Context: an optimization exercise on an open-source flow, tuned for small area, a short achievable clock period and few clock cycles per item. The choices shown serve that exercise and are no tape-out recipe. At most, simulation tests tie the RTL to the original design; equivalence was not proved. The RTL of run 7 was laid out without a check of its function. Power and IR drop assume default switching activity.

[design.v]
`default_nettype none
package fixflo_pkg;
  localparam int DATA_W = 16;
  localparam int FRAC_W = 8;    
  localparam int MAN_W    = 10;
  localparam int EXP_W    = 5;
  localparam int EXP_BIAS = 15;
  localparam int EXP_MAX  = 31;
  localparam logic [DATA_W-1:0] QNAN = 16'h7E00;
  localparam int ADR_W = 3;
  localparam logic [ADR_W-1:0] REG_A      = 3'd0;
  localparam logic [ADR_W-1:0] REG_B      = 3'd1;
  localparam logic [ADR_W-1:0] REG_CTRL   = 3'd2;  
  localparam logic [ADR_W-1:0] REG_RESULT = 3'd3;
  localparam logic [ADR_W-1:0] REG_STATUS = 3'd4;
  localparam int STAT_FLAGS_LSB = 0;
  localparam int STAT_DONE      = 8;
  typedef enum logic [1:0] {
    OP_FIX_ADD = 2'd0,
    OP_FIX_MUL = 2'd1,
    OP_FLT_MUL = 2'd2
  } op_e;   
  typedef struct packed {
    logic overflow;
    logic zero;
    logic nan;
    logic prec_lost;
  } flags_t;
endpackage
`default_nettype wire
`timescale 1ns/1ps
`default_nettype none
module fixflo_top (
  input  logic                          clk,
  input  logic                          reset,
  input  logic                          wb_cyc,
  input  logic                          wb_stb,
  input  logic                          wb_we,
  input  logic [fixflo_pkg::ADR_W-1:0]  wb_adr,
  input  logic [fixflo_pkg::DATA_W-1:0] wb_dat_i,
  output logic [fixflo_pkg::DATA_W-1:0] wb_dat_o,
  output logic                          wb_ack
);
  localparam logic [1:0] OP_ADD = 2'd0;
  localparam logic [1:0] OP_MUL = 2'd1;
  localparam logic [1:0] OP_FLT = 2'd2;
  logic [15:0] reg_a, reg_b;
  logic [15:0] res;         
  logic [3:0]  flags;       
  logic        done;
  logic        busy;        
  logic        fin;         
  logic [1:0]  op;
  logic [2:0]  cnt;         
  logic [15:0] acc;
  logic        sticky;
  logic        c_flt, c_add, c_keep;
  logic [1:0]  d;
  logic req, acc_en, wr, rd_result, launch;
  logic [1:0] opc;
  assign req       = wb_cyc & wb_stb;
  assign acc_en    = req & ~wb_ack;
  assign wr        = acc_en & wb_we;
  assign rd_result = acc_en & ~wb_we & (wb_adr == fixflo_pkg::REG_RESULT);
  assign opc       = wb_dat_i[1:0];
  assign launch    = wr & (wb_adr == fixflo_pkg::REG_CTRL) & (opc != 2'd3) & ~busy;
  logic [15:0] x;
  logic [15:0] acc_in;
  logic [17:0] sum;
  assign x      = c_flt ? {6'b000001, reg_a[9:0]} : reg_a;
  assign acc_in = (acc & {16{c_keep}}) | (reg_b & {16{c_add}});
  assign sum    = {2'b00, acc_in} + ({2'b00, x} & {18{d[0]}}) + ({1'b0, x, 1'b0} & {18{d[1]}});
  logic last;
  always_comb
    case (op)
      OP_MUL:  last = (cnt == 3'd7);
      OP_FLT:  last = (cnt == 3'd4);
      default: last = 1'b1;
    endcase
  logic       busy_nx, fin_nx;
  logic [1:0] op_nx;
  logic [2:0] cnt_nx;
  always_comb
  begin
    busy_nx = busy;
    fin_nx  = fin;
    op_nx   = op;
    cnt_nx  = cnt;
    if (reset)
    begin
      busy_nx = 1'b0;
      fin_nx  = 1'b0;
      cnt_nx  = 3'd0;
    end
    else if (launch)
    begin
      busy_nx = 1'b1;
      op_nx   = opc;
      cnt_nx  = (opc == OP_MUL) ? 3'd1 : 3'd0;
    end
    else if (fin)
    begin
      busy_nx = 1'b0;
      fin_nx  = 1'b0;
      cnt_nx  = 3'd0;
    end
    else if (busy)
    begin
      cnt_nx = cnt + 3'd1;
      fin_nx = last;
    end
  end
  logic        sr;
  logic [4:0]  ea, eb;
  logic [9:0]  fa, fb;
  logic        a_zero, b_zero, a_inf, b_inf, a_nan, b_nan;
  logic [5:0]  e_sum;
  logic [5:0]  e_unb;
  logic        c_nan, c_inf, c_zero;
  logic [11:0] pre;           
  assign sr     = reg_a[15] ^ reg_b[15];
  assign ea     = reg_a[14:10];
  assign eb     = reg_b[14:10];
  assign fa     = reg_a[9:0];
  assign fb     = reg_b[9:0];
  assign a_zero = (ea == 5'd0);
  assign b_zero = (eb == 5'd0);
  assign a_inf  = (ea == 5'd31) & (fa == 10'd0);
  assign b_inf  = (eb == 5'd31) & (fb == 10'd0);
  assign a_nan  = (ea == 5'd31) & (fa != 10'd0);
  assign b_nan  = (eb == 5'd31) & (fb != 10'd0);
  assign c_nan  = a_nan | b_nan | (a_inf & b_zero) | (b_inf & a_zero);
  assign c_inf  = a_inf | b_inf;
  assign c_zero = a_zero | b_zero;
  assign e_sum  = {1'b0, ea} + {1'b0, eb};
  assign e_unb  = e_sum - 6'd15;
  logic ovf0, ovf1, uf0, uf1;
  assign ovf0 = (e_sum >= 6'd46);
  assign ovf1 = (e_sum >= 6'd45);
  assign uf0  = (e_sum <  6'd16);
  assign uf1  = (e_sum <  6'd15);
  assign pre = {c_nan,
                ~c_nan & (c_inf | (~c_zero & ovf0)),
                ~c_nan & (c_inf | (~c_zero & ovf1)),
                ~c_nan & ~c_inf & (c_zero | uf0),
                ~c_nan & ~c_inf & (c_zero | uf1),
                ~c_zero & uf0,
                ~c_zero & uf1,
                e_unb[4:0]};
  logic [11:0] s_top;         
  logic        n;
  logic [9:0]  mant;
  logic [4:0]  f_exp;
  logic        f_nan, f_inf, f_zero, f_uf;
  logic [15:0] f_res;
  logic [3:0]  f_flags;
  assign s_top  = acc[11:0] + {1'b1, fa};    
  assign n      = s_top[11];
  assign mant   = n ? s_top[10:1] : s_top[9:0];
  assign f_exp  = n ? res[4:0] + 5'd1 : res[4:0];
  assign f_nan  = res[11];
  assign f_inf  = n ? res[9] : res[10];
  assign f_zero = n ? res[7] : res[8];
  assign f_uf   = n ? res[5] : res[6];
  always_comb
  begin
    if (f_nan)
      f_res = fixflo_pkg::QNAN;
    else if (f_inf)
      f_res = {sr, 5'h1F, 10'h0};
    else if (f_zero)
      f_res = {sr, 15'h0};
    else
      f_res = {sr, f_exp, mant};
  end
  assign f_flags = {f_inf, f_zero, f_nan,
                    f_uf | (~f_nan & ~f_inf & ~f_zero & (sticky | (n & s_top[0])))};
  logic [15:0] res_nx;
  logic [3:0]  flags_nx;      
  always_comb
  begin
    case (op)
      OP_MUL:
      begin
        res_nx   = {acc[7:0], res[7:0]};
        flags_nx = {(|acc[15:8]), (res_nx == 16'h0), 1'b0, sticky};
      end
      OP_FLT:
      begin
        res_nx   = f_res;
        flags_nx = f_flags;
      end
      default:
      begin
        res_nx   = {acc[13:0], res[7:6]};
        flags_nx = {acc[14], (res_nx == 16'h0), 2'b00};
      end
    endcase
  end
  always_ff @(posedge clk)
  begin
    acc    <= sum[17:2];
    busy   <= busy_nx;
    fin    <= fin_nx;
    op     <= op_nx;
    cnt    <= cnt_nx;
    c_flt  <= busy_nx & ~fin_nx & (op_nx == OP_FLT);
    c_add  <= busy_nx & ~fin_nx & (op_nx == OP_ADD);
    c_keep <= busy_nx & ~fin_nx & (cnt_nx != 3'd0);
    d      <= (busy_nx & (op_nx == OP_ADD)) ? 2'b01 : reg_b[2*cnt_nx +: 2];
    if (reset)
    begin
      wb_ack <= 1'b0;
      reg_a  <= '0;
      reg_b  <= '0;
      res    <= '0;
      flags  <= '0;
      done   <= 1'b0;
    end
    else
    begin
      wb_ack <= acc_en;
      if (wr && wb_adr == fixflo_pkg::REG_A) reg_a <= wb_dat_i;
      if (wr && wb_adr == fixflo_pkg::REG_B) reg_b <= wb_dat_i;
      if (rd_result) done <= 1'b0;
      if (fin)
      begin
        res   <= res_nx;
        flags <= flags_nx;
        done  <= 1'b1;
      end
      else if (busy)
      begin
        if ((op == OP_MUL && cnt[2]) || op == OP_ADD)
          res[7:0] <= {sum[1:0], res[7:2]};
        if (op == OP_FLT)
          res[11:0] <= pre;
      end
    end
    if (!busy || (!fin && (op == OP_FLT || !cnt[2])))
      sticky <= (c_keep & sticky) | (|sum[1:0]);
  end
  logic [15:0] status;
  always_comb
  begin
    status      = '0;
    status[8]   = done | fin;
    status[3:0] = fin ? flags_nx : flags;
  end
  always_ff @(posedge clk)
  begin
    case (wb_adr)
      fixflo_pkg::REG_A:      wb_dat_o <= reg_a;
      fixflo_pkg::REG_B:      wb_dat_o <= reg_b;
      fixflo_pkg::REG_RESULT: wb_dat_o <= res;
      fixflo_pkg::REG_STATUS: wb_dat_o <= status;
      default:                wb_dat_o <= '0;
    endcase
  end
endmodule
`default_nettype wire
[run.sh]
#!/bin/bash
# synth_recipe.tcl (not shown) runs the flow's synth.tcl, then flattens the netlist and writes it again
# the make line also repeats each setting of config.mk as NAME=value (left out here)
make -C /OpenROAD-flow-scripts/flow DESIGN_CONFIG=/design/flow/config.mk WORK_HOME=/design/flow/orfs CLKGATE_MAP_FILE= SYNTH_SCRIPT=/design/flow/synth_recipe.tcl finish
[config.mk]
export PLATFORM = sky130hd
export DESIGN_NAME = fixflo_top
export DESIGN_NICKNAME = fixflo_top
export VERILOG_FILES = /design/flow/design.v
export SDC_FILE = /design/flow/constraint.sdc
export NUM_CORES = 4
export LEC_CHECK = 0
export ABC_CLOCK_PERIOD_IN_PS = 2400
export CAP_MARGIN = 20
export CORE_MARGIN = 2
export CORE_UTILIZATION = 40
export SLEW_MARGIN = 20
[constraint.sdc]
create_clock -name core_clock -period 7.7 [get_ports {clk}]
set_input_delay 1.5400 -clock core_clock [delete_from_list [all_inputs] [get_ports {clk}]]
set_output_delay 1.5400 -clock core_clock [all_outputs]
set_load 0.01 [all_outputs]
==> qor.yml, run 1 <==
clocking:
  cts_buffers: 9
  cts.sinks: 99
  post_cts_buffers: 0
  clk_latency_ps: 360
  clockBufferDepth: 2
  cts_hold_buf: 0
  cts_tree: "built"
  cts-resized-gates: 0
  root_buffer: "clkbuf_16"
  cts_max_level: 3
  path_clk_slew_ps: 70
global_routing:
  grt_usage_pct: 24.9
  grt_max_degree: 63
  grt_pass1_wl_mm: 34.7
  grt_pass1_vias: 5969
  overflow: 0
  antenna_found_initial: 0
die:
  die_y_um: 136
  rows: 48
  die_area_um2: 18500
  floorplan.initialDensity_pct: 40.6
  core-area_um2: 17200
  io_pins: 41
  die_x_um: 136
critical_path:
  cpPeakStageDelay_ps: 780
  crit_chain: "clkdlybuf4s50_1 > nor4bb_1 > nand4_1 > mux2i_1 > nor2_2 > mux2i_1 > mux4_2 > nand2_1"
  path_common_cell: "mux2i_1"
  start_kind: "primary input"
  path_delay_family: "simple AND/OR/NAND/NOR gates"
  endpoint_kind: "register"
  cp.required_ps: 8010
  cp.arrival_ps: 4700
  critPathBufInv: 1
  path_class: "in2reg"
  cpMaxStageDelayCell: "nor4bb_1"
  crit_fanout: 19
synthesis:
  synthFlopType: "dfxtp_1"
  netlist_instances: 860
  synth-edff-count: 1
  synthTopCellsByArea: "dfxtp_1 (28%), ha_1 (7.5%), mux2i_1 (5.7%)"
  ys_seq_area_share_pct: 28.5
  synth_seq_cells: 99
  synth_area_um2: 6980
  syn-num-nets: 944
  async_reset_ff_share_pct: 0
  synth_cell_types: 74
  yosysWarnings: 1
  synth_top_area_cell: "dfxtp_1"
  avgSynthCellArea_um2: 8.12
  synth_top_area_share_pct: 28.1
finish:
  antenna_cells: 0
  final_common_cell: "nand2_1"
  layout.nets: 951
  area_growth_pct: 12.6
  drive_above_1_share_pct: 6.31
  utilization_pct: 45.8
  instances_no_fill: 1097
  finalInstanceArea_um2: 7860
  mostFrequentLayoutCells: "nand2_1 (101), dfxtp_1 (98), nor2_1 (85)"
timing:
  fmax_ghz: 0.227
  rsz0062_at_grt: "false"
  min_period_ps: 4400
  hold_viol_final: 0
  maxSlewHeadroom_pct: 30.4
  finalCritPeriodShare_pct: 57.1
  finalMaxSlewViolations: 0
  setup_violations: 0
  tightestPinTransition_ps: 1040
  tns_ps: 0
  fin_worst_skew_ps: 10.2
outcome:
  run_status: "timing/DRC/antenna clean"
detailed_routing:
  drt_first_pass_iters: 5
  wire_per_inst_um: 20.8
  vias_per_cell: 6.00
  drcViolationCount: 0
  drtIter0Drc: 650
  vias: 6580
  drt_wl_total_mm: 22.8
  drtAntennaViolNets: 0
pwr:
  seq_power_share_pct: 44.8
  swShare_pct: 27.4
  total_power_w: 0.00117
  p_leak_nw: 3.22
  p_comb_share_pct: 10.4
  power_switching_w: 0.000321
  p_int_w: 0.000851
  p_per_area_nw_per_um2: 149
  peakVddDrop_mv: 0.102
  power_frac_clock_pct: 44.8
placed_design:
  port_buffers: 40
  place_congestion: 0.956
  dp_cells: 1081
  place_area_um2: 7510
  dp_hpwl_mm: 16.5
hold_path:
  hold_path.class: "reg2reg"
flow_run:
  drv_cap: 0
[kinds of logic (layout without fill, tap and decap cells)]
| logic type | count (synthesis) | after routing | share of synthesized area, % |
|---|---|---|---|
| XOR/XNOR | 31 | 31 | 3.89 |
| adder cells (fa/ha/maj) | 60 | 60 | 12.7 |
| AND/OR/NAND/NOR | 297 | 297 | 19.4 |
| multiplexers | 56 | 56 | 8.53 |
| buffers and inverters | 110 | 122 | 6.08 |
| flip-flops | 99 | 99 | 28.5 |
| AO/OA/AOI/OAI | 207 | 207 | 20.9 |
[registers in the layout (all words and copies together), names as in the netlist, 2 cells and up]
signal / count
d: 2
reg_a: 16
cnt: 3
flags: 4
res: 16
reg_b: 16
op: 2
acc: 16
wb_dat_o: 16
[power by group through the flow]
stage	combinational, W	clock (W)	sequential, W
final	0.000122	0.000525	0.000525
after global routing	0.000133	0.000551	0.000525
after CTS	0.000121	0.000529	0.000524
after detailed placement	0.000120	0	0.000536
after global placement	0.000120	0	0.000537
after floorplan	0.0000788	0	0.000533
[final cells by class]
cell class / instances / area, um2
fillers: 1784 / 9320
multi-input cells: 651 / 4580
clock buffers: 9 / 225
flip-flops and latches: 99 / 1990
clock inverters: 7 / 116
repair buffers: 45 / 433
inverters: 61 / 229
well taps: 225 / 282
[cells in the mapped netlist, types with 4 or more instances]
cell       number
a211o_1         6
o21a_1          6
nor2_1         85
buf_1           6
nand2_1       101
or3_1           4
a31oi_1         9
xor2_1         10
nor2b_1        15
clkbuf_1       39
mux2_2         14
or4_1           4
a22oi_1        27
fa_1           18
o211ai_1        6
o21ai_0        27
nor4_1         13
a21o_1          5
a311oi_1        7
or2_2           4
xnor2_1        21
a21oi_1        54
nand3_1        23
and3_1          6
nor3_1         24
a211oi_1        8
dfxtp_1        98
o31ai_1         4
inv_1          61
o41ai_1         5
and2_1          5
a2111oi_0       4
ha_1           42
o21bai_1        4
mux2i_1        40
[worst paths after layout]
kind                     start           endpoint  slack (ps)  cells after the start
min reg2reg  wb_ack$_SDFF_PP0_  wb_ack$_SDFF_PP0_         470                      1
max                  wb_adr[2]    d[0]$_SDFF_PP1_        3300                      8
min          wb_ack$_SDFF_PP0_  wb_ack$_SDFF_PP0_         470                      1
max reg2reg     c_keep$_DFF_P_    acc[13]$_DFF_P_        3790                     14
[metrics by stage]
| step | worst slack, ps | hold slack [ps] |
|---|---|---|
| finish | 3300 | 468 |
| global route | 3000 | 475 |
| CTS | 3280 | 464 |
| detailed placement | 2910 | 446 |
| global placement | 2980 | 440 |
| floorplan | 4010 | 449 |
[per-layer routing]
metal | share of wire [%] | global-route usage [%]
met4 | 2.9 | 7.93
met5 | 0 | 0
met1 | 45 | 35.5
met3 | 8.3 | 5.82
met2 | 44 | 37.2
Testbench counts, summed over its fixed seeds: cycles 32,316, ops 2,400.
==> inputs of run 2 (changes only) <==
--- a/config.mk
+++ b/config.mk
@@ -10,3 +10,4 @@
 export CORE_MARGIN = 2
 export CORE_UTILIZATION = 40
+export SETUP_SLACK_MARGIN = 5
 export SLEW_MARGIN = 20
==> qor.yml, run 2 <==
die:
  floorplan.initialDensity_pct: 40.6  # unchanged
  die_y_um: 136  # unchanged
  die_x_um: 136  # unchanged
  rows: 48  # unchanged
  core-area_um2: 17200  # unchanged
  io_pins: 41  # unchanged
  die_area_um2: 18500  # unchanged
synthesis:
  async_reset_ff_share_pct: 0  # unchanged
  synth_xor_area_share_pct: 3.89  # unchanged
  synth_common_cells: "nand2_1 (101), dfxtp_1 (98), nor2_1 (85), inv_1 (61), a21oi_1 (54)"
  avgSynthCellArea_um2: 8.12  # unchanged
  synth_top_area_cell: "dfxtp_1"
  ys_seq_area_share_pct: 28.5  # unchanged
  synth_top_area_share_pct: 28.1  # unchanged
  synth_compound_area_share_pct: 20.9  # unchanged
  synth_most_common_cell: "nand2_1"
  synth-simple-area-share_pct: 19.4  # unchanged
  synthAdderAreaFrac_pct: 12.7  # unchanged
  synth_seq_cells: 99  # unchanged
  synthFlopType: "dfxtp_1"
  synthTopCellsByArea: "dfxtp_1 (28%), ha_1 (7.5%), mux2i_1 (5.7%)"
  synth-edff-count: 1  # unchanged
  synth_area_um2: 6980  # unchanged
  synth_top_family_by_area: "compound AO/OA/AOI/OAI gates"
  syn-num-nets: 944  # unchanged
  synth_cell_types: 74  # unchanged
  yosysWarnings: 1  # unchanged
  netlist_instances: 860  # unchanged
  synthMuxAreaShare_pct: 8.53  # unchanged
hold_path:
  hold_path.class: "reg2reg"
critical_path:
  cp.arrival_ps: 3460  # -1240 ps
  path_class: "reg2reg"
  start_kind: "register"
  cp.required_ps: 8000  # about the same
  endpoint_kind: "register"
  crit_fanout: 7  # -12
clocking:
  root_buffer: "clkbuf_16"
  cts.sinks: 99  # unchanged
  path_clk_slew_ps: 80  # about the same
  cts_tree: "built"
  clk_latency_ps: 370  # about the same
  cts_max_level: 3  # unchanged
  cts_hold_buf: 0  # unchanged
  clockBufferDepth: 2  # unchanged
  cts_buffers: 9  # unchanged
detailed_routing:
  drtIter0Drc: 668  # +2.8%
  drcViolationCount: 0  # unchanged
  vias_per_cell: 6.01  # +0.16%
  drtAntennaViolNets: 0  # unchanged
  drt_first_pass_iters: 6  # +1
  drt_wl_total_mm: 24.6  # +7.8%
  wire_per_inst_um: 21.2  # +2.0%
  vias: 6963  # +5.8%
finish:
  mostFrequentLayoutCells: "nand2_1 (99), nor2_1 (78), dfxtp_1 (65)"
  area_growth_pct: 30.1
  finalInstanceArea_um2: 9080  # +16%
  final_common_cell: "nand2_1"
  instances_no_fill: 1159  # +5.7%
  layout.nets: 1013  # +6.5%
  antenna_cells: 0  # unchanged
  drive_above_1_share_pct: 26.1  # +20 points
global_routing:
  grt_usage_pct: 26.2  # +1.3 points
  grt_max_degree: 64  # +1.6%
  overflow: 0  # unchanged
  grt_pass1_vias: 6393  # +7.1%
  antenna_found_initial: 0  # unchanged
  grt_pass1_wl_mm: 36.5  # +5.1%
timing:
  tns_ps: 0  # unchanged
  setup_violations: 0  # unchanged
  fmax_ghz: 0.316  # +39%
  rsz0062_at_grt: "true"
  maxSlewHeadroom_pct: 46.7  # +16 points
  min_period_ps: 3160  # -1230 ps
  finalCritPeriodShare_pct: 41.1  # -16 points
  fin_worst_skew_ps: 14.0  # +3.86 ps
  hold_viol_final: 0  # unchanged
  tightestPinTransition_ps: 800  # -242 ps
  finalMaxSlewViolations: 0  # unchanged
pwr:
  power_frac_clock_pct: 41.4  # -3.4 points
  p_per_area_nw_per_um2: 125  # -16%
  p_int_w: 0.000795  # -6.6%
  p_leak_nw: 3.67  # +14%
  seq_power_share_pct: 45.8  # +1.0 points
  power_switching_w: 0.000341  # +6.3%
  p_comb_share_pct: 12.7  # +2.3 points
  peakVddDrop_mv: 0.110  # +7.9%
  swShare_pct: 30.0  # +2.7 points
placed_design:
  place_congestion: 0.947  # -1.0%
  place_area_um2: 7670  # +2.2%
  port_buffers: 40  # unchanged
  dp_hpwl_mm: 16.6  # +0.49%
  dp_cells: 1084  # +0.28%
flow_run:
  drv_cap: 0  # unchanged
outcome:
  run_status: "timing/DRC/antenna clean"
==> run 2: cells by family after synthesis <==
group | Yosys count
AO/OA/AOI/OAI | 207
flip-flops | 99
adder cells (fa/ha/maj) | 60
buffers and inverters | 110
XOR/XNOR | 31
AND/OR/NAND/NOR | 297
multiplexers | 56
==> run 2: power by group through the flow <==
stage / clock [W] / combinational, W / sequential [W]
global placement: 0 / 0.000124 / 0.000537
global route: 0.000492 / 0.000156 / 0.000521
floorplan: 0 / 0.0000815 / 0.000533
CTS: 0.000475 / 0.000135 / 0.000521
detailed placement: 0 / 0.000122 / 0.000537
finish: 0.000470 / 0.000145 / 0.000521
==> run 2: final cells by class <==
type | instances | area (um2)
well taps | 225 | 282
multi-input cells | 652 | 5200
inverters | 61 | 229
fillers | 1600 | 8100
repair buffers | 106 | 992
flip-flops and latches | 99 | 2070
clock inverters | 7 | 85.1
clock buffers | 9 | 225
==> run 2: critical path: stages (launching register included) <==
cell,delay (ps)
dfxtp_4,460
buf_6,120
a22oi_2,50
fa_1,590
inv_2,60
ha_4,220
a21oi_4,150
o21ai_2,90
a21oi_4,200
o31ai_4,100
or4_4,420
and3_4,190
a311oi_2,290
xnor2_1,140
==> run 2: path summary, 6_finish.rpt <==
kind / startpoint / to / slack [ps] / cells past startpoint
worst min register to register: wb_ack$_SDFF_PP0_ / wb_ack$_SDFF_PP0_ / 480 / 1
worst min-delay path: wb_ack$_SDFF_PP0_ / wb_ack$_SDFF_PP0_ / 480 / 1
worst max register to register: c_keep$_DFF_P_ / acc[14]$_DFF_P_ / 4540 / 13
worst max-delay path: c_keep$_DFF_P_ / acc[14]$_DFF_P_ / 4540 / 13
==> run 2: metrics by stage <==
stage | setup slack [ps] | utilization, % | total power, W | hold WS (ps)
2_1_floorplan | 4370 | - | 0.000614 | 449
3_3_place_gp | 3230 | 44.6 | 0.000660 | 468
3_5_place_dp | 3290 | 44.6 | 0.000659 | 474
4_1_cts | 4540 | 49.4 | 0.00113 | 471
5_1_grt | 4460 | 52.9 | 0.00117 | 507
6_report | 4540 | 52.9 | 0.00114 | 484
==> run 2: metal layers <==
layer  part of all wire (%)  vias up  track usage, %
met5                      0        -               0
met4                    4.2        0            11.7
met3                    8.0       74            5.18
met2                     45      333            39.9
met1                     43     3351            35.8
li1                       -     3205               -
==> run 2: timing repair <==
item	CTS	global route
resized for setup	130	83
buffers inserted	31	26
pin swaps	18	41
setup endpoints to repair	107	54
cloned	2	0
hold endpoints to repair	0	0
==> inputs of run 3 (changes only) <==
--- a/config.mk
+++ b/config.mk
@@ -6,8 +6,7 @@
 export NUM_CORES = 4
 export LEC_CHECK = 0
-export ABC_CLOCK_PERIOD_IN_PS = 2400
 export CAP_MARGIN = 20
 export CORE_MARGIN = 2
 export CORE_UTILIZATION = 40
-export SETUP_SLACK_MARGIN = 5
+export SETUP_SLACK_MARGIN = 4.0
 export SLEW_MARGIN = 20
==> qor.yml, run 3 <==
critical_path:
  cp.required_ps: 8000  # about the same
  path_common_cell: "mux2i_1"
  crit_fanout: 10  # +3
  start_kind: "primary input"
  path_class: "in2reg"
  r2r_slack_ps: 4240  # -300 ps
  cpMaxStageDelayCell: "clkdlybuf4s50_1"
  startpoint: "wb_dat_i[0]"
  endpoint_kind: "register"
  crit_chain: "clkdlybuf4s50_1 > a211oi_1 > nand4_1 > mux2i_1 > nor2_4 > mux2i_1 > mux4_2 > nand2_1"
  r2r_start: "reg_a[4]$_SDFFE_PP0P_"
  cpPeakStageDelay_ps: 570  # -20 ps
  cp.arrival_ps: 3830  # +370 ps
finish:
  instances_no_fill: 1098  # -5.3%
  layout.nets: 952  # -6.0%
  drive_above_1_share_pct: 8.36  # -18 points
  area_growth_pct: 13.5
  mostFrequentLayoutCells: "nand2_1 (101), dfxtp_1 (89), nor2_1 (84)"
  antenna_cells: 0  # unchanged
  final_common_cell: "nand2_1"
  finalInstanceArea_um2: 7930  # -13%
synthesis:
  synth_seq_cells: 99  # unchanged
  synth_top_area_cell: "dfxtp_1"
  syn-num-nets: 944  # unchanged
  synth_common_cells: "nand2_1 (101), dfxtp_1 (98), nor2_1 (85), inv_1 (61), a21oi_1 (54)"
  yosysWarnings: 1  # unchanged
  synthFlopType: "dfxtp_1"
  synth_cell_types: 74  # unchanged
  synth_area_um2: 6980  # unchanged
  synthTopCellsByArea: "dfxtp_1 (28%), ha_1 (7.5%), mux2i_1 (5.7%)"
  synth_top_area_share_pct: 28.1  # unchanged
  synth_most_common_cell: "nand2_1"
  ys_seq_area_share_pct: 28.5  # unchanged
  async_reset_ff_share_pct: 0  # unchanged
  netlist_instances: 860  # unchanged
  avgSynthCellArea_um2: 8.12  # unchanged
  synth-edff-count: 1  # unchanged
timing:
  setup_violations: 0  # unchanged
  tns_ps: 0  # unchanged
  finalCritPeriodShare_pct: 45.9  # +4.8 points
  tightestPinTransition_ps: 848  # +48.5 ps
  hold_viol_final: 0  # unchanged
  hold_slack_ps: 511  # +26.9 ps
  fmax_ghz: 0.283  # -10%
  finalMaxSlewViolations: 0  # unchanged
  rsz0062_at_grt: "false"
  min_period_ps: 3530  # +368 ps
  fin_worst_skew_ps: 10.6  # -3.44 ps
  setup_ws_ps: 4170  # -368 ps
  maxSlewHeadroom_pct: 43.5  # -3.2 points
global_routing:
  grt_pass1_wl_mm: 34.8  # -4.7%
  antenna_found_initial: 0  # unchanged
  grt_pass1_vias: 5968  # -6.6%
  overflow: 0  # unchanged
  grt_usage_pct: 24.9  # -1.2 points
  grt_max_degree: 63  # -1.6%
placed_design:
  place_area_um2: 7510  # -2.1%
  dp_cells: 1081  # -0.28%
  dp_hpwl_mm: 16.5  # -0.49%
  place_congestion: 0.956  # +1.0%
  place_ws_ps: 2910  # -378 ps
  port_buffers: 40  # unchanged
detailed_routing:
  drt_first_pass_iters: 7  # +1
  drt_wl_total_mm: 22.9  # -7.1%
  wire_per_inst_um: 20.8  # -1.9%
  drtIter0Drc: 687  # +2.8%
  vias_per_cell: 6.02  # +0.16%
  drtAntennaViolNets: 0  # unchanged
  vias: 6607  # -5.1%
  drcViolationCount: 0  # unchanged
clocking:
  cts_buffers: 9  # unchanged
  path_clk_slew_ps: 70  # about the same
  clk_latency_ps: 360  # about the same
  cts_tree: "built"
  clockBufferDepth: 2  # unchanged
  cts.sinks: 99  # unchanged
  cts_max_level: 3  # unchanged
  root_buffer: "clkbuf_16"
pwr:
  p_leak_nw: 3.24  # -11%
  peakVddDrop_mv: 0.102  # -7.7%
  p_per_area_nw_per_um2: 148  # +18%
die:
  core-area_um2: 17200  # unchanged
  die_x_um: 136  # unchanged
  die_y_um: 136  # unchanged
  floorplan.initialDensity_pct: 40.6  # unchanged
  io_pins: 41  # unchanged
  die_area_um2: 18500  # unchanged
  rows: 48  # unchanged
outcome:
  run_status: "timing/DRC/antenna clean"
hold_path:
  hold_path.class: "reg2reg"
  min-delay-start: "done$_SDFFE_PP0P_"
flow_run:
  drv_cap: 0  # unchanged
-- run 3: cell counts after synthesis --
Identical to the previous run, type by type.
-- run 3: what timing repair did --
item / 4_1_cts / 5_1_grt
pin swaps: 0 / 1
hold buffers: 0 / 0
resized for setup: 12 / 17
endpoints found under the setup margin: 29 / 7
endpoints found under the hold margin: 0 / 0
setup buffers: 0 / 1
-- run 3: per-stage QoR --
step	total power (W)	utilization, %
finish	0.00117	46.1
global route	0.00121	46.1
CTS	0.00117	45.9
detailed placement	0.000657	43.7
global placement	0.000656	43.7
floorplan	0.000611	-
-- run 3: layout make-up --
type | count | area [um2]
Fill cell | 1771 | 9250
Multi-Input combinational cell | 651 | 4640
Sequential cell | 99 | 2010
Timing Repair Buffer | 46 | 429
Tap cell | 225 | 282
Inverter | 61 | 229
Clock buffer | 9 | 225
Clock inverter | 7 | 116
-- run 3: path summary, 6_finish.rpt --
check / end / cells past startpoint
setup / recovery: d[0]$_SDFF_PP1_ / 8
hold / removal: done$_SDFFE_PP0P_ / 2
setup reg to reg: wb_dat_o[0]$_DFF_P_ / 9
hold reg to reg: done$_SDFFE_PP0P_ / 2
-- run 3: critical path: cells and delay by family --
family / cells / cell delay (ps)
and+or+nand+nor: 3 / 580
AOI/OAI and AO/OA: 1 / 330
muxes: 3 / 800
buffers and inverters: 1 / 570
-- run 3: kinds of logic after synthesis --
| logic type | count (synthesis) | share of synthesized area (%) |
|---|---|---|
| AO/OA/AOI/OAI | 207 | 20.9 |
| XOR/XNOR | 31 | 3.89 |
| adder cells (fa/ha/maj) | 60 | 12.7 |
| buffers and inverters | 110 | 6.08 |
| flip-flops | 99 | 28.5 |
| multiplexers | 56 | 8.53 |
| AND/OR/NAND/NOR | 297 | 19.4 |
-- run 3: power breakdown --
group	internal, W	switching, W	total [W]
registers	0.000516	0.00000792	0.000524
clock network	0.000295	0.000231	0.000526
logic	0.0000397	0.0000845	0.000124
-- run 3: layer usage --
metal | routed length [um] | GRT usage [%] | share of wire [%]
met1 | 10300 | 35.6 | 45
met2 | 10100 | 36.9 | 44
met3 | 1860 | 5.85 | 8.1
met4 | 660 | 8.22 | 2.9
met5 | 0 | 0 | 0
==> inputs of run 4 (changes only) <==
--- a/config.mk
+++ b/config.mk
@@ -6,7 +6,8 @@
 export NUM_CORES = 4
 export LEC_CHECK = 0
+export ABC_AREA = 1
 export CAP_MARGIN = 20
 export CORE_MARGIN = 2
 export CORE_UTILIZATION = 40
-export SETUP_SLACK_MARGIN = 4.0
+export SETUP_SLACK_MARGIN = 4.5
 export SLEW_MARGIN = 20
==> qor.yml, run 4 <==
detailed_routing:
  drt_wl_total_mm: 23.6  # +3.3%
  vias: 7005  # +6.0%
  drtIter0Drc: 840  # +22%
  drcViolationCount: 0  # unchanged
  vias_per_cell: 5.63  # -6.4%
  drtAntennaViolNets: 0  # unchanged
  drt_first_pass_iters: 5  # -2
  wire_per_inst_um: 19.0  # -8.8%
synthesis:
  synth_area_um2: 6770  # -3.0%
  netlist_instances: 966  # +12%
  synth-edff-count: 1  # unchanged
  synthFlopType: "dfxtp_1"
  synth_common_cells: "inv_1 (169), nand2_1 (152), dfxtp_1 (98), a21oi_1 (97), o21ai_0 (92)"
  synth_top_area_cell: "dfxtp_1"
  synthTopCellsByArea: "dfxtp_1 (29%), inv_1 (9.4%), nand2_1 (8.4%)"
  async_reset_ff_share_pct: 0  # unchanged
  syn-num-nets: 1050  # +11%
  avgSynthCellArea_um2: 7.01  # -14%
  yosysWarnings: 1  # unchanged
  synth_top_area_share_pct: 29.0  # +0.86 points
  synth_most_common_cell: "inv_1"
  ys_seq_area_share_pct: 29.4  # +0.87 points
  synth_cell_types: 51  # -31%
  synth_seq_cells: 99  # unchanged
critical_path:
  cpMaxStageDelayCell: "clkdlybuf4s50_1"
  cp.depth: 9  # +1
  crit_fanout: 15  # +5
  endpoint_kind: "register"
  r2r_end: "acc[14]$_DFF_P_"
  cp.required_ps: 7950  # -50 ps
  r2r_start: "c_keep$_DFF_P_"
  crit_chain: "clkdlybuf4s50_1 > inv_1 > nor3_2 > inv_2 > nor2_4 > clkinvlp_4 > buf_4 > o21ai_0 > a21oi_1"
  r2r_slack_ps: 4600  # +360 ps
  start_kind: "primary input"
  path_class: "in2reg"
  cpPeakStageDelay_ps: 490  # -80 ps
  r2r_cells: 17  # +8
  path_delay_family: "buffers and inverters"
  cp.arrival_ps: 3400  # -430 ps
  critPathBufInv: 5  # +4
timing:
  hold_viol_final: 0  # unchanged
  min_period_ps: 3150  # -386 ps
  finalMaxSlewViolations: 0  # unchanged
  fmax_ghz: 0.318  # +12%
  maxSlewHeadroom_pct: 57.4  # +14 points
  tns_ps: 0  # unchanged
  rsz0062_at_grt: "true"
  hold_slack_ps: 479  # -31.2 ps
  setup_violations: 0  # unchanged
  finalCritPeriodShare_pct: 40.9  # -5.0 points
  fin_worst_skew_ps: 15.2  # +4.64 ps
  tightestPinTransition_ps: 636  # -212 ps
finish:
  fillers: 1662  # -6.2%
  utilization_pct: 50.4  # +4.2 points
  layout.nets: 1103  # +16%
  antenna_cells: 0  # unchanged
  regArea_um2: 2000  # -0.25%
  drive_above_1_share_pct: 13.3  # +4.9 points
  multi_input_area_um2: 4450  # -4.0%
  final_common_cell: "inv_1"
  area_growth_pct: 23.3
  mostFrequentLayoutCells: "inv_1 (157), nand2_1 (146), dfxtp_1 (93)"
outcome:
  run_status: "timing/DRC/antenna clean"
clocking:
  path_clk_slew_ps: 80  # about the same
  cts.sinks: 99  # unchanged
  cts_max_level: 3  # unchanged
  clockBufferDepth: 2  # unchanged
  cts_tree: "built"
  root_buffer: "clkbuf_16"
  cts_buffers: 9  # unchanged
  clk_latency_ps: 370  # about the same
global_routing:
  grt_pass1_wl_mm: 35.0  # +0.54%
  use_met2_pct: 38.3  # +1.4 points
  use_met1_pct: 36.7  # +1.1 points
  antenna_found_initial: 0  # unchanged
  gr-usage-met3_pct: 3.82  # -2.0 points
  grt_pass1_vias: 6116  # +2.5%
  grt-busiest-layer: "met2"
  overflow: 0  # unchanged
  grt_max_degree: 45  # -29%
  grt_usage_pct: 25.4  # +0.49 points
placed_design:
  dp_hpwl_mm: 17.7  # +7.1%
  place_congestion: 0.941  # -1.6%
  port_buffers: 40  # unchanged
flow_run:
  drv_cap: 0  # unchanged
die:
  rows: 47  # -2.1%
  die_x_um: 134  # -1.5%
  die_y_um: 134  # -1.5%
  die_area_um2: 18000  # -2.9%
  core-area_um2: 16600  # -3.5%
  floorplan.initialDensity_pct: 40.8  # +0.20 points
  io_pins: 41  # unchanged
pwr:
  p_leak_nw: 3.57  # +10%
  peakVddDrop_mv: 0.130  # +27%
  total_power_w: 0.00113  # -3.6%
  p_per_area_nw_per_um2: 136  # -8.5%
hold_path:
  whs_path_depth: 1  # -1
  hold_path.class: "reg2reg"
  holdPathEnd: "wb_ack$_SDFF_PP0_"
  min-delay-start: "wb_ack$_SDFF_PP0_"
run 4: metal layers:
metal  wire length [um]  vias to the layer above  share of wire (%)
li1                   -                     3330                  -
met1              10700                     3268                 45
met2              10400                      348                 44
met3               1710                       59                7.2
met4                809                        0                3.4
met5                  0                        -                  0
run 4: final cells by class:
class                   instances  area share (%)
clock buffers                   9            2.70
clock inverters                 7           0.958
inverters                     173            8.04
multi-input cells             668            53.3
flip-flops and latches         99            24.0
well taps                     220            3.29
repair buffers                 66            7.59
repair inverters                2           0.180
run 4: where the power goes:
group	switching (W)	leakage, nW	internal, W
clock network	0.000244	0.146	0.000232
logic	0.0000883	2.62	0.0000430
registers	0.00000777	0.806	0.000517
run 4: cells by family after synthesis:
kind of cell,after synthesis,synth area share (%)
buf+inv,199,11.3
xor+xnor,26,3.36
compound gates,265,22.1
simple gates,317,20.7
fa+ha+maj,60,13.1
flops,99,29.4
run 4: stage by stage:
step           cell area (um2)  std cells  worst slack, ps
2_1_floorplan             6770        966             4540
3_3_place_gp              7360       1202             3650
3_5_place_dp              7360       1202             3680
4_1_cts                   7820       1226             4400
5_1_grt                   8360       1244             4390
6_report                  8360       1244             4550
run 4: repair_timing:
| action | 4_1_cts | 5_1_grt |
|---|---|---|
| hold buffers | 0 | 0 |
| cloned | 1 | 1 |
| hold endpoints to repair | 0 | 0 |
| resized for setup | 33 | 76 |
| setup buffers | 7 | 17 |
| setup endpoints to repair | 44 | 41 |
| pin swaps | 4 | 24 |
run 4: worst max path at each step:
stage,from,to
2_1_floorplan,c_keep$_DFF_P_,acc[11]$_DFF_P_
3_3_place_gp,wb_adr[2],reg_a[1]$_SDFFE_PP0P_
3_5_place_dp,wb_adr[0],reg_b[12]$_SDFFE_PP0P_
4_1_cts,wb_adr[2],reg_b[12]$_SDFFE_PP0P_
5_1_grt,wb_adr[0],reg_b[15]$_SDFFE_PP0P_
6_report,wb_adr[0],reg_b[12]$_SDFFE_PP0P_
run 4: worst reg2reg max path: stages, from the launching register on:
cell,delay (ps)
dfxtp_4,390
clkinvlp_4,140
buf_12,150
buf_4,130
o22ai_1,170
inv_1,90
fa_1,590
inv_1,60
ha_1,280
nand3_1,100
nand2_2,110
nand3_2,90
o2111ai_2,130
nand3_1,140
nand2_2,70
a21oi_2,120
o21ai_1,90
xor2_1,160
==> inputs of run 5 (changes only) <==
--- a/config.mk
+++ b/config.mk
@@ -6,8 +6,7 @@
 export NUM_CORES = 4
 export LEC_CHECK = 0
-export ABC_AREA = 1
 export CAP_MARGIN = 20
 export CORE_MARGIN = 2
-export CORE_UTILIZATION = 40
+export CORE_UTILIZATION = 65
 export SETUP_SLACK_MARGIN = 4.5
 export SLEW_MARGIN = 20
==> qor.yml, run 5 <==
clocking:
  root_buffer: "clkbuf_8"
  cts_max_level: 3  # unchanged
  clockBufferDepth: 2  # unchanged
  cts.sinks: 99  # unchanged
  path_clk_slew_ps: 110  # +30 ps
  cts_buffers: 9  # unchanged
  clk_latency_ps: 390  # +20 ps
  cts_tree: "built"
detailed_routing:
  wire_per_inst_um: 23.1  # +22%
  drt_first_pass_iters: 6  # +1
  vias: 7184  # +2.6%
  drtAntennaViolNets: 0  # unchanged
  vias_per_cell: 6.90  # +23%
  drtIter0Drc: 946  # +13%
  drcViolationCount: 0  # unchanged
  drt_wl_total_mm: 24.1  # +2.0%
finish:
  final_common_cell: "nand2_1"
  drive_above_1_share_pct: 18.3  # +5.1 points
  finalInstanceArea_um2: 8250  # -1.3%
  layout.nets: 984  # -11%
  area_growth_pct: 18.1
  mostFrequentLayoutCells: "nand2_1 (101), nor2_1 (83), dfxtp_1 (74)"
  utilization_pct: 79.5  # +29 points
  antenna_cells: 0  # unchanged
critical_path:
  start_kind: "register"
  r2r_end: "acc[14]$_DFF_P_"
  cpPeakStageDelay_ps: 560  # +70 ps
  cp.required_ps: 7990  # +40 ps
  cp.arrival_ps: 3560  # +160 ps
  crit_chain: "buf_12 > buf_4 > a22oi_2 > fa_1 > inv_1 > ha_4 > and3_1 > a21oi_2 > o31ai_4 > or4_1 > and3_4 > a311oi_2 > xnor2_1"
  r2r_start: "c_keep$_DFF_P_"
  endpoint_kind: "register"
  r2r_cells: 13  # -4
  crit_fanout: 6  # -9
  path_class: "reg2reg"
  cpMaxStageDelayCell: "fa_1"
  r2r_slack_ps: 4430  # -170 ps
global_routing:
  grt_pass1_vias: 6845  # +12%
  overflow: 0  # unchanged
  antenna_found_initial: 1  # +1
  grt_max_degree: 64  # +42%
  grt_pass1_wl_mm: 36.1  # +3.3%
  grt_usage_pct: 41.1  # +16 points
timing:
  tns_ps: 0  # unchanged
  tightestPinTransition_ps: 1100  # +461 ps
  fmax_ghz: 0.306  # -3.8%
  min_period_ps: 3270  # +126 ps
  finalMaxSlewViolations: 0  # unchanged
  setup_violations: 0  # unchanged
  finalCritPeriodShare_pct: 42.5  # +1.6 points
  maxSlewHeadroom_pct: 26.9  # -31 points
  fin_worst_skew_ps: 7.36  # -7.88 ps
  hold_viol_final: 0  # unchanged
  rsz0062_at_grt: "true"
placed_design:
  port_buffers: 40  # unchanged
  place_area_um2: 7400  # +0.56%
  place_congestion: 1.01  # +7.3%
  dp_hpwl_mm: 15.9  # -9.9%
hold_path:
  min-delay-start: "flags[1]$_SDFF_PP0_"
  holdPathEnd: "flags[1]$_SDFF_PP0_"
  hold_path.class: "reg2reg"
  whs_path_depth: 2  # +1
die:
  die_area_um2: 11600  # -36%
  die_x_um: 108  # -20%
  core-area_um2: 10400  # -37%
  die_y_um: 108  # -20%
  rows: 37  # -21%
  floorplan.initialDensity_pct: 67.3  # +26 points
  io_pins: 41  # unchanged
outcome:
  run_status: "timing/DRC/antenna clean"
synthesis:
  avgSynthCellArea_um2: 8.12  # +16%
  synth_common_cells: "nand2_1 (101), dfxtp_1 (98), nor2_1 (85), inv_1 (61), a21oi_1 (54)"
  synth_cell_types: 74  # +45%
  synth_most_common_cell: "nand2_1"
  async_reset_ff_share_pct: 0  # unchanged
  ys_seq_area_share_pct: 28.5  # -0.87 points
  synth_area_um2: 6980  # +3.1%
  synth_top_area_cell: "dfxtp_1"
  synthTopCellsByArea: "dfxtp_1 (28%), ha_1 (7.5%), mux2i_1 (5.7%)"
  synth_top_area_share_pct: 28.1  # -0.86 points
  yosysWarnings: 1  # unchanged
  synth-edff-count: 1  # unchanged
  synthFlopType: "dfxtp_1"
  netlist_instances: 860  # -11%
  synth_seq_cells: 99  # unchanged
  syn-num-nets: 944  # -10%
flow_run:
  drv_cap: 0  # unchanged
pwr:
  p_per_area_nw_per_um2: 125  # -8.1%
  p_leak_nw: 3.37  # -5.6%
  peakVddDrop_mv: 0.140  # +8.0%
## run 5: cell count changes after synthesis, moves of 13 or more
cell,before,now
a21oi_1,97,54
mux2_2,0,14
nor3_1,11,24
nand2_1,152,101
o22ai_1,24,1
inv_1,169,61
nand3_1,57,23
o21ai_0,92,27
mux2i_1,0,40
nor2b_1,0,15
nor2_1,66,85
a22oi_1,3,27
clkbuf_1,19,39
## run 5: final cells by class
type | instances | area, um2
Timing Repair Buffer | 77 | 688
Sequential cell | 99 | 2040
Inverter | 61 | 229
Multi-Input combinational cell | 652 | 4900
Clock inverter | 6 | 77.6
Fill cell | 744 | 2120
Clock buffer | 10 | 138
Tap cell | 136 | 170
## run 5: how the worst max path moves through the flow
| stage | startpoint | end | slack (ps) | cells after the start |
|---|---|---|---|---|
| after floorplan | wb_adr[2] | d[0]$_SDFF_PP1_ | 4370 | 8 |
| after global placement | wb_adr[1] | reg_a[12]$_SDFFE_PP0P_ | 3240 | 5 |
| after detailed placement | wb_adr[1] | reg_a[5]$_SDFFE_PP0P_ | 3100 | 5 |
| after CTS | wb_adr[0] | d[0]$_SDFF_PP1_ | 4500 | 8 |
| after global routing | d[1]$_SDFF_PP0_ | acc[13]$_DFF_P_ | 4330 | 15 |
| final | c_keep$_DFF_P_ | acc[14]$_DFF_P_ | 4430 | 13 |
## run 5: critical path: cells and delay by family (launching register included)
family,cells,cell delay (ps)
flip-flops,1,430
adder cells (fa/ha/maj),2,820
AO/OA/AOI/OAI,4,700
buffers and inverters,3,350
AND/OR/NAND/NOR,3,750
XOR/XNOR,1,110
## run 5: cell families (layout without fill, tap and decap cells)
| family | count (synthesis) | after routing | synth area share, % |
|---|---|---|---|
| AND/OR/NAND/NOR | 297 | 298 | 19.4 |
| flip-flops | 99 | 99 | 28.5 |
| multiplexers | 56 | 56 | 8.53 |
| adder cells (fa/ha/maj) | 60 | 60 | 12.7 |
| XOR/XNOR | 31 | 31 | 3.89 |
| buffers and inverters | 110 | 154 | 6.08 |
| AO/OA/AOI/OAI | 207 | 207 | 20.9 |
## run 5: power breakdown
part           internal, W  leakage [nW]  switching [W]
sequential        0.000515         0.817     0.00000781
clock             0.000166         0.107       0.000210
combinational    0.0000416          2.45      0.0000872
total             0.000722          3.37       0.000305
## run 5: what timing repair did
action | 4_1_cts | 5_1_grt
gates resized for setup | 70 | 66
setup buffers | 18 | 16
gates cloned | 1 | 0
hold buffers | 0 | 0
pin swaps | 10 | 30
endpoints found under the hold margin | 0 | 0
setup endpoints to repair | 82 | 21
## run 5: stage by stage
step                hold WS [ps]  setup slack [ps]  std cells  power (W)
floorplan                    449              4370        860   0.000613
global placement             468              3240        990   0.000650
detailed placement           467              3100        990   0.000652
CTS                          504              4500       1025    0.00101
global route                 532              4330       1041    0.00106
finish                       504              4430       1041    0.00103
## run 5: per-layer routing
metal	routed length [um]	part of all wire [%]	global-route usage, %	vias up
li1	-	-	-	3139
met1	8820	37	52.7	3363
met2	10500	43	61.1	535
met3	3070	13	11.6	145
met4	1710	7.1	25.0	2
met5	13	0.054	0	-
==> inputs of run 6 (changes only) <==
--- a/config.mk
+++ b/config.mk
@@ -8,5 +8,5 @@
 export CAP_MARGIN = 20
 export CORE_MARGIN = 2
-export CORE_UTILIZATION = 65
+export CORE_UTILIZATION = 40
 export SETUP_SLACK_MARGIN = 4.5
 export SLEW_MARGIN = 20
==> qor.yml, run 6 <==
outcome:
  run_status: "timing/DRC/antenna clean"
synthesis:
  yosysWarnings: 1  # unchanged
  synth_area_um2: 6980  # unchanged
  synthFlopType: "dfxtp_1"
  synth_most_common_cell: "nand2_1"
  ys_seq_area_share_pct: 28.5  # unchanged
  syn-num-nets: 944  # unchanged
  netlist_instances: 860  # unchanged
  synthTopCellsByArea: "dfxtp_1 (28%), ha_1 (7.5%), mux2i_1 (5.7%)"
  synth_top_area_share_pct: 28.1  # unchanged
  synth_common_cells: "nand2_1 (101), dfxtp_1 (98), nor2_1 (85), inv_1 (61), a21oi_1 (54)"
  synth_top_area_cell: "dfxtp_1"
  synth_seq_cells: 99  # unchanged
  synth-edff-count: 1  # unchanged
  async_reset_ff_share_pct: 0  # unchanged
  synth_cell_types: 74  # unchanged
  avgSynthCellArea_um2: 8.12  # unchanged
clocking:
  cts_max_level: 3  # unchanged
  cts_tree: "built"
  clk_latency_ps: 370  # -20 ps
  cts_buffers: 9  # unchanged
  root_buffer: "clkbuf_16"
  path_clk_slew_ps: 80  # -30 ps
  cts.sinks: 99  # unchanged
  clockBufferDepth: 2  # unchanged
global_routing:
  antenna_found_initial: 0  # -1
  grt_usage_pct: 26.2  # -15 points
  grt_pass1_vias: 6394  # -6.6%
  grt_pass1_wl_mm: 36.9  # +2.0%
  overflow: 0  # unchanged
  grt_max_degree: 64  # unchanged
critical_path:
  path_delay_family: "simple AND/OR/NAND/NOR gates"
  cp.required_ps: 8000  # about the same
  crit_chain: "buf_6 > a22oi_1 > fa_1 > inv_1 > ha_1 > or3_4 > a21oi_4 > o31ai_2 > or4_1 > and3_1 > a311oi_2 > xnor2_1"
  r2r_slack_ps: 4490  # +60 ps
  endpoint_kind: "register"
  r2r_end: "acc[14]$_DFF_P_"
  r2r_start: "c_add$_DFF_P_"
  cp.arrival_ps: 3510  # -50 ps
  cpMaxStageDelayCell: "fa_1"
  path_class: "reg2reg"
  cpPeakStageDelay_ps: 550  # about the same
  start_kind: "register"
  r2r_cells: 12  # -1
  critPathBufInv: 2  # -1
  crit_fanout: 6  # unchanged
finish:
  multi_input_area_um2: 4780  # -2.5%
  utilization_pct: 48.8  # -31 points
  layout.nets: 986  # +0.20%
  drive_above_1_share_pct: 15.7  # -2.7 points
  mostFrequentLayoutCells: "nand2_1 (101), nor2_1 (83), dfxtp_1 (75)"
  antenna_cells: 0  # unchanged
  area_growth_pct: 20.0
  regArea_um2: 2040  # about the same
  instances_no_fill: 1132  # +8.7%
  finalInstanceArea_um2: 8380  # +1.6%
  final_common_cell: "nand2_1"
  fillers: 1695  # +130%
die:
  io_pins: 41  # unchanged
  die_area_um2: 18500  # +60%
  rows: 48  # +30%
  die_x_um: 136  # +26%
  floorplan.initialDensity_pct: 40.6  # -27 points
  die_y_um: 136  # +26%
  core-area_um2: 17200  # +66%
timing:
  setup_violations: 0  # unchanged
  min_period_ps: 3210  # -63.6 ps
  finalMaxSlewViolations: 0  # unchanged
  rsz0062_at_grt: "true"
  fmax_ghz: 0.312  # +2.0%
  setup_ws_ps: 4490  # +63.6 ps
  finalCritPeriodShare_pct: 41.7  # -0.83 points
  fin_worst_skew_ps: 11.5  # +4.11 ps
  hold_viol_final: 0  # unchanged
  tightestPinTransition_ps: 802  # -295 ps
  tns_ps: 0  # unchanged
  maxSlewHeadroom_pct: 46.5  # +20 points
pwr:
  peakVddDrop_mv: 0.101  # -28%
  swShare_pct: 29.9  # +0.20 points
  p_int_w: 0.000792  # +9.6%
  p_leak_nw: 3.45  # +2.4%
  seq_power_share_pct: 46.2  # -4.6 points
  power_switching_w: 0.000338  # +11%
  power_frac_clock_pct: 41.9  # +5.3 points
  p_comb_share_pct: 11.9  # -0.6 points
  p_per_area_nw_per_um2: 135  # +8.2%
detailed_routing:
  drt_wl_total_mm: 23.9  # -0.83%
  drtAntennaViolNets: 0  # unchanged
  vias_per_cell: 6.00  # -13%
  drtIter0Drc: 749  # -21%
  drt_first_pass_iters: 5  # -1
  wire_per_inst_um: 21.1  # -8.8%
  drcViolationCount: 0  # unchanged
  vias: 6787  # -5.5%
hold_path:
  hold_path.class: "reg2reg"
  holdPathEnd: "res[13]$_SDFFE_PP0P_"
  min-delay-start: "res[13]$_SDFFE_PP0P_"
  whs_path_depth: 2  # unchanged
flow_run:
  drv_cap: 0  # unchanged
placed_design:
  dp_cells: 1082  # +9.3%
  port_buffers: 40  # unchanged
  dp_hpwl_mm: 16.5  # +3.8%
  place_ws_ps: 3270  # +168 ps
  place_area_um2: 7540  # +1.9%
  place_congestion: 0.954  # -5.5%
==> run 6: cell count changes in the layout (fill, tap and decap cells not counted), moves of 3 or more <==
cell | before | now
inv_1 | 58 | 61
ha_1 | 34 | 39
a22oi_2 | 7 | 1
ha_2 | 4 | 1
a22oi_1 | 20 | 26
clkbuf_8 | 10 | 0
clkbuf_16 | 0 | 9
inv_2 | 3 | 0
==> run 6: worst max path at each step <==
stage / endpoint / from / slack, ps / cells after the start
floorplan: d[0]$_SDFF_PP1_ / wb_adr[2] / 4370 / 8
global placement: d[0]$_SDFF_PP1_ / wb_adr[2] / 3360 / 7
detailed placement: d[0]$_SDFF_PP1_ / wb_adr[2] / 3270 / 7
CTS: acc[14]$_DFF_P_ / c_add$_DFF_P_ / 4500 / 12
global route: acc[15]$_DFF_P_ / c_add$_DFF_P_ / 4340 / 15
finish: acc[14]$_DFF_P_ / c_add$_DFF_P_ / 4490 / 12
==> run 6: kinds of logic (layout without fill, tap and decap cells) <==
logic type | count (synthesis) | in the layout | synth area share (%)
AND/OR/NAND/NOR | 297 | 298 | 19.4
AO/OA/AOI/OAI | 207 | 207 | 20.9
flip-flops | 99 | 99 | 28.5
buffers and inverters | 110 | 156 | 6.08
adder cells (fa/ha/maj) | 60 | 60 | 12.7
multiplexers | 56 | 56 | 8.53
XOR/XNOR | 31 | 31 | 3.89
==> run 6: layout make-up <==
cell class	count	share of cell area, %
tap	225	3.36
timing repair buffer	79	8.84
clock inverter	7	0.956
multi-input combinational	652	57.1
sequential	99	24.4
clock buffer	9	2.69
inverter	61	2.73
==> run 6: power by group through the flow <==
| stage | sequential, W | clock, W | combinational (W) |
|---|---|---|---|
| 5_1_grt | 0.000522 | 0.000498 | 0.000143 |
| 3_3_place_gp | 0.000537 | 0 | 0.000122 |
| 3_5_place_dp | 0.000536 | 0 | 0.000122 |
| 2_1_floorplan | 0.000533 | 0 | 0.0000803 |
| 6_report | 0.000522 | 0.000473 | 0.000134 |
| 4_1_cts | 0.000521 | 0.000482 | 0.000127 |
==> run 6: timing repair <==
item | in CTS | in global routing
cloned | 2 | 0
endpoints found under the setup margin | 68 | 21
gates resized for setup | 75 | 30
pin swaps | 10 | 7
hold buffers | 0 | 0
setup buffers | 22 | 10
==> run 6: worst register-to-register path, stage by stage (launching register included) <==
cell and delay [ps]:
dfxtp_4 420, buf_6 160, a22oi_1 130, fa_1 550, inv_1 40, ha_1 230, or3_4 360, a21oi_4 160
o31ai_2 120, or4_1 410, and3_1 210, a311oi_2 230, xnor2_1 140
==> run 6: per-stage QoR <==
step	hold slack, ps	power [W]
after CTS	495	0.00113
after detailed placement	478	0.000658
final	498	0.00113
after global routing	527	0.00116
after global placement	466	0.000659
after floorplan	449	0.000613
==> run 6: routing by layer <==
layer  part of all wire (%)  vias to the layer above  global-route usage [%]  routed length, um
met5                      0                        -                       0                  0
met4                    3.4                        0                    8.80                819
met3                    8.6                       74                    4.21               2070
met2                     44                      347                    39.7              10400
met1                     44                     3221                    37.6              10600
li1                       -                     3145                       -                  -
==> inputs of run 7 (changes only) <==
--- a/design.v
+++ b/design.v
@@ -57,5 +57,5 @@
   logic        c_flt, c_add, c_keep;
   logic [1:0]  d;
-  logic req, acc_en, wr, rd_result, launch;
+  logic req, acc_en, wr, rd_result, ctrl_wr;
   logic [1:0] opc;
   assign req       = wb_cyc & wb_stb;
@@ -64,5 +64,5 @@
   assign rd_result = acc_en & ~wb_we & (wb_adr == fixflo_pkg::REG_RESULT);
   assign opc       = wb_dat_i[1:0];
-  assign launch    = wr & (wb_adr == fixflo_pkg::REG_CTRL) & (opc != 2'd3) & ~busy;
+  assign ctrl_wr   = wr & (wb_adr == fixflo_pkg::REG_CTRL);
   logic [15:0] x;
   logic [15:0] acc_in;
@@ -93,7 +93,8 @@
       cnt_nx  = 3'd0;
     end
-    else if (launch)
-    begin
-      busy_nx = 1'b1;
+    else if (ctrl_wr)
+    begin
+      busy_nx = (opc != 2'd3);
+      fin_nx  = 1'b0;
       op_nx   = opc;
       cnt_nx  = (opc == OP_MUL) ? 3'd1 : 3'd0;
--- a/config.mk
+++ b/config.mk
@@ -6,4 +6,5 @@
 export NUM_CORES = 4
 export LEC_CHECK = 0
+export ABC_AREA = 1
 export CAP_MARGIN = 20
 export CORE_MARGIN = 2
==> qor.yml, run 7 <==
outcome:
  run_status: "timing/DRC/antenna clean"
critical_path:
  r2r_slack_ps: 4570  # +80 ps
  cp.arrival_ps: 3450  # -60 ps
  start_kind: "primary input"
  cpPeakStageDelay_ps: 490  # -60 ps
  path_class: "in2reg"
  crit_chain: "clkdlybuf4s50_1 > inv_2 > nand4_1 > nor2_2 > buf_4 > buf_4 > buf_4 > buf_4 > a22oi_2 > nand2_2 > buf_4 > nor2_1"
  path_common_cell: "buf_4"
  crit_fanout: 4  # -2
  cpMaxStageDelayCell: "clkdlybuf4s50_1"
  cp.required_ps: 8000  # about the same
  endpoint_kind: "register"
pwr:
  peakVddDrop_mv: 0.108  # +6.5%
  seq_power_share_pct: 46.6  # +0.4 points
  p_comb_share_pct: 10.8  # -1.1 points
  total_power_w: 0.00113  # -0.15%
  power_frac_clock_pct: 42.6  # +0.7 points
  p_leak_nw: 3.60  # +4.3%
  p_per_area_nw_per_um2: 138  # +2.1%
  swShare_pct: 29.9  # about the same
  power_switching_w: 0.000337  # about the same
  p_int_w: 0.000791  # -0.17%
finish:
  utilization_pct: 49.4  # +0.64 points
  final_common_cell: "nand2_1"
  antenna_cells: 0  # unchanged
  fillers: 1656  # -2.3%
  multi_input_area_um2: 4280  # -10%
  regArea_um2: 2000  # -1.8%
  layout.nets: 1111  # +13%
  drive_above_1_share_pct: 11.3  # -4.3 points
  finalInstanceArea_um2: 8190  # -2.2%
  area_growth_pct: 21.1
  mostFrequentLayoutCells: "nand2_1 (169), inv_1 (160), dfxtp_1 (92)"
detailed_routing:
  drtAntennaViolNets: 0  # unchanged
  vias: 7022  # +3.5%
  drt_wl_total_mm: 23.5  # -1.8%
  drcViolationCount: 0  # unchanged
  drtIter0Drc: 843  # +13%
  wire_per_inst_um: 18.7  # -11%
  vias_per_cell: 5.61  # -6.5%
  drt_first_pass_iters: 5  # unchanged
global_routing:
  antenna_found_initial: 0  # unchanged
  grt_pass1_vias: 6310  # -1.3%
  overflow: 0  # unchanged
  grt_pass1_wl_mm: 35.8  # -2.8%
  grt_usage_pct: 26.2  # +0.044 points
  grt_max_degree: 46  # -28%
synthesis:
  yosysWarnings: 1  # unchanged
  async_reset_ff_share_pct: 0  # unchanged
  synth_common_cells: "nand2_1 (173), inv_1 (167), dfxtp_1 (98), o21ai_0 (94), a21oi_1 (91)"
  synth_top_area_cell: "dfxtp_1"
  synthFlopType: "dfxtp_1"
  avgSynthCellArea_um2: 6.99  # -14%
  synth_most_common_cell: "nand2_1"
  synth_area_um2: 6760  # -3.1%
  ys_seq_area_share_pct: 29.4  # +0.92 points
  synth_cell_types: 49  # -34%
  netlist_instances: 968  # +13%
  syn-num-nets: 1052  # +11%
  synth_top_area_share_pct: 29.0  # +0.90 points
  synth-edff-count: 1  # unchanged
  synthTopCellsByArea: "dfxtp_1 (29%), nand2_1 (9.6%), inv_1 (9.3%)"
  synth_seq_cells: 99  # unchanged
timing:
  finalMaxSlewViolations: 0  # unchanged
  maxSlewHeadroom_pct: 61.9  # +15 points
  tightestPinTransition_ps: 572  # -230 ps
  setup_violations: 0  # unchanged
  fin_worst_skew_ps: 10.9  # -0.567 ps
  fmax_ghz: 0.317  # +1.6%
  setup_ws_ps: 4540  # +51.3 ps
  hold_viol_final: 0  # unchanged
  finalCritPeriodShare_pct: 41.0  # -0.67 points
  rsz0062_at_grt: "true"
  tns_ps: 0  # unchanged
  min_period_ps: 3160  # -51.3 ps
clocking:
  cts_hold_buf: 0  # unchanged
  cts.sinks: 99  # unchanged
  path_clk_slew_ps: 80  # about the same
  clockBufferDepth: 2  # unchanged
  cts_tree: "built"
  cts_buffers: 9  # unchanged
  root_buffer: "clkbuf_16"
  cts_max_level: 3  # unchanged
  clk_latency_ps: 370  # about the same
die:
  core-area_um2: 16600  # -3.5%
  floorplan.initialDensity_pct: 40.8  # +0.14 points
  die_y_um: 134  # -1.5%
  rows: 47  # -2.1%
  die_x_um: 134  # -1.5%
  io_pins: 41  # unchanged
  die_area_um2: 18000  # -3.0%
flow_run:
  drv_cap: 0  # unchanged
placed_design:
  place_ws_ps: 3560  # +293 ps
  place_area_um2: 7360  # -2.3%
  dp_hpwl_mm: 17.8  # +7.4%
  place_congestion: 0.965  # +1.2%
  port_buffers: 40  # unchanged
hold_path:
  hold_path.class: "reg2reg"
[run 7: changes by cell type in the layout (fill, tap and decap cells not counted), moves of 14 or more]
cell	previous run	this run
a21oi_1	51	88
a22oi_1	26	0
dfxtp_1	75	92
inv_1	61	160
mux2_2	14	0
mux2i_1	39	1
nand2_1	101	169
nand3_1	23	44
nor2_1	83	52
nor2b_1	15	0
nor3_1	23	8
o21ai_0	25	84
o22ai_1	1	20
[run 7: worst paths after layout]
kind / startpoint / end / cells after the start
setup reg to reg: c_keep$_DFF_P_ / acc[11]$_DFF_P_ / 16
hold reg to reg: res[15]$_SDFFE_PP0P_ / res[15]$_SDFFE_PP0P_ / 2
hold / removal: res[15]$_SDFFE_PP0P_ / res[15]$_SDFFE_PP0P_ / 2
setup / recovery: wb_adr[0] / c_add$_DFF_P_ / 12
[run 7: kinds of logic (layout without fill, tap and decap cells)]
logic type      Yosys count  count (layout)  synth area share (%)
compound gates          267             267                  22.7
xor+xnor                 26              26                  3.37
fa+ha+maj                60              60                  13.1
buf+inv                 195             259                  10.9
flops                    99              99                  29.4
mux                       1               1                 0.148
simple gates            320             320                  20.4
[run 7: stage by stage]
| step | cells | hold WS (ps) |
|---|---|---|
| floorplan | 968 | 427 |
| global placement | 1206 | 474 |
| detailed placement | 1206 | 458 |
| CTS | 1237 | 471 |
| global route | 1252 | 509 |
| finish | 1252 | 474 |
[run 7: repair_timing]
action,CTS,global route
endpoints found under the hold margin,0,0
gates cloned,1,3
setup buffers,14,12
resized for setup,32,53
pin swaps,9,15
setup endpoints to repair,40,33
[run 7: power groups by stage]
stage / Clock [W] / Combinational [W] / Sequential, W
final: 0.000480 / 0.000122 / 0.000526
after global routing: 0.000505 / 0.000132 / 0.000526
after CTS: 0.000484 / 0.000116 / 0.000526
after detailed placement: 0 / 0.000113 / 0.000538
after global placement: 0 / 0.000113 / 0.000538
after floorplan: 0 / 0.0000709 / 0.000534
[run 7: layer usage]
layer,vias to the layer above,share of wire (%),GRT usage [%]
li1,3348,-,-
met1,3209,44,37.0
met2,383,43,38.5
met3,82,8.5,4.84
met4,0,4.8,12.6
met5,-,0,0
[run 7: worst max-delay path, delay by kind of cell]
family / cells / cell delay (ps)
buffers and inverters: 7 / 1210
AND/OR/NAND/NOR: 4 / 490
AO/OA/AOI/OAI: 1 / 220
[run 7: layout make-up]
cell class | instances | share of cell area, %
Inverter | 170 | 7.97
Clock buffer | 9 | 2.75
Timing Repair Buffer | 69 | 7.73
Multi-Input combinational cell | 674 | 52.3
Timing Repair inverter | 4 | 0.336
Clock inverter | 7 | 1.15
Tap cell | 220 | 3.36
Sequential cell | 99 | 24.5

[re-timing with driven ports]
How much do the figures lean on ideal ports? The routed layouts below were timed once more, with nothing changed but the port constraints.
Step 1: set_driving_cell puts a clkbuf_16 on clk and a buf_2 on each other input, an assumption about the parent block.
Step 2 moves the port delays by t, midway between the first and last clock arrival at a register: inputs arrive t later, outputs are due t later. That takes back most of the time a late clock gives input paths.
Slacks: ideal / step 1 / step 2; pairs: ideal / step 1.
run | t, ns | setup WS [ns] | worst register clock-pin slew, ns | worst slew at a driven data input, ns
run 1 | 0.399 | 3.302 / 3.321 / 2.922 | 0.08 / 0.08 | 0.05
run 2 | 0.406 | 4.536 / 4.536 / 4.169 | 0.09 / 0.09 | 0.06
run 3 | 0.400 | 4.168 / 4.188 / 3.788 | 0.08 / 0.08 | 0.05
run 4 | 0.404 | 4.554 / 4.567 / 4.163 | 0.09 / 0.09 | 0.04
run 5 | 0.427 | 4.429 / 4.429 / 4.065 | 0.11 / 0.11 | 0.06
run 6 | 0.405 | 4.492 / 4.492 / 4.097 | 0.08 / 0.08 | 0.06
run 7 | 0.413 | 4.543 / 4.559 / 4.145 | 0.08 / 0.08 | 0.04
After both steps setup and hold are still met in every run listed. The setup slack of run 7, which loses most, moves by +0.016 ns with the drivers and by -0.398 ns with both steps.
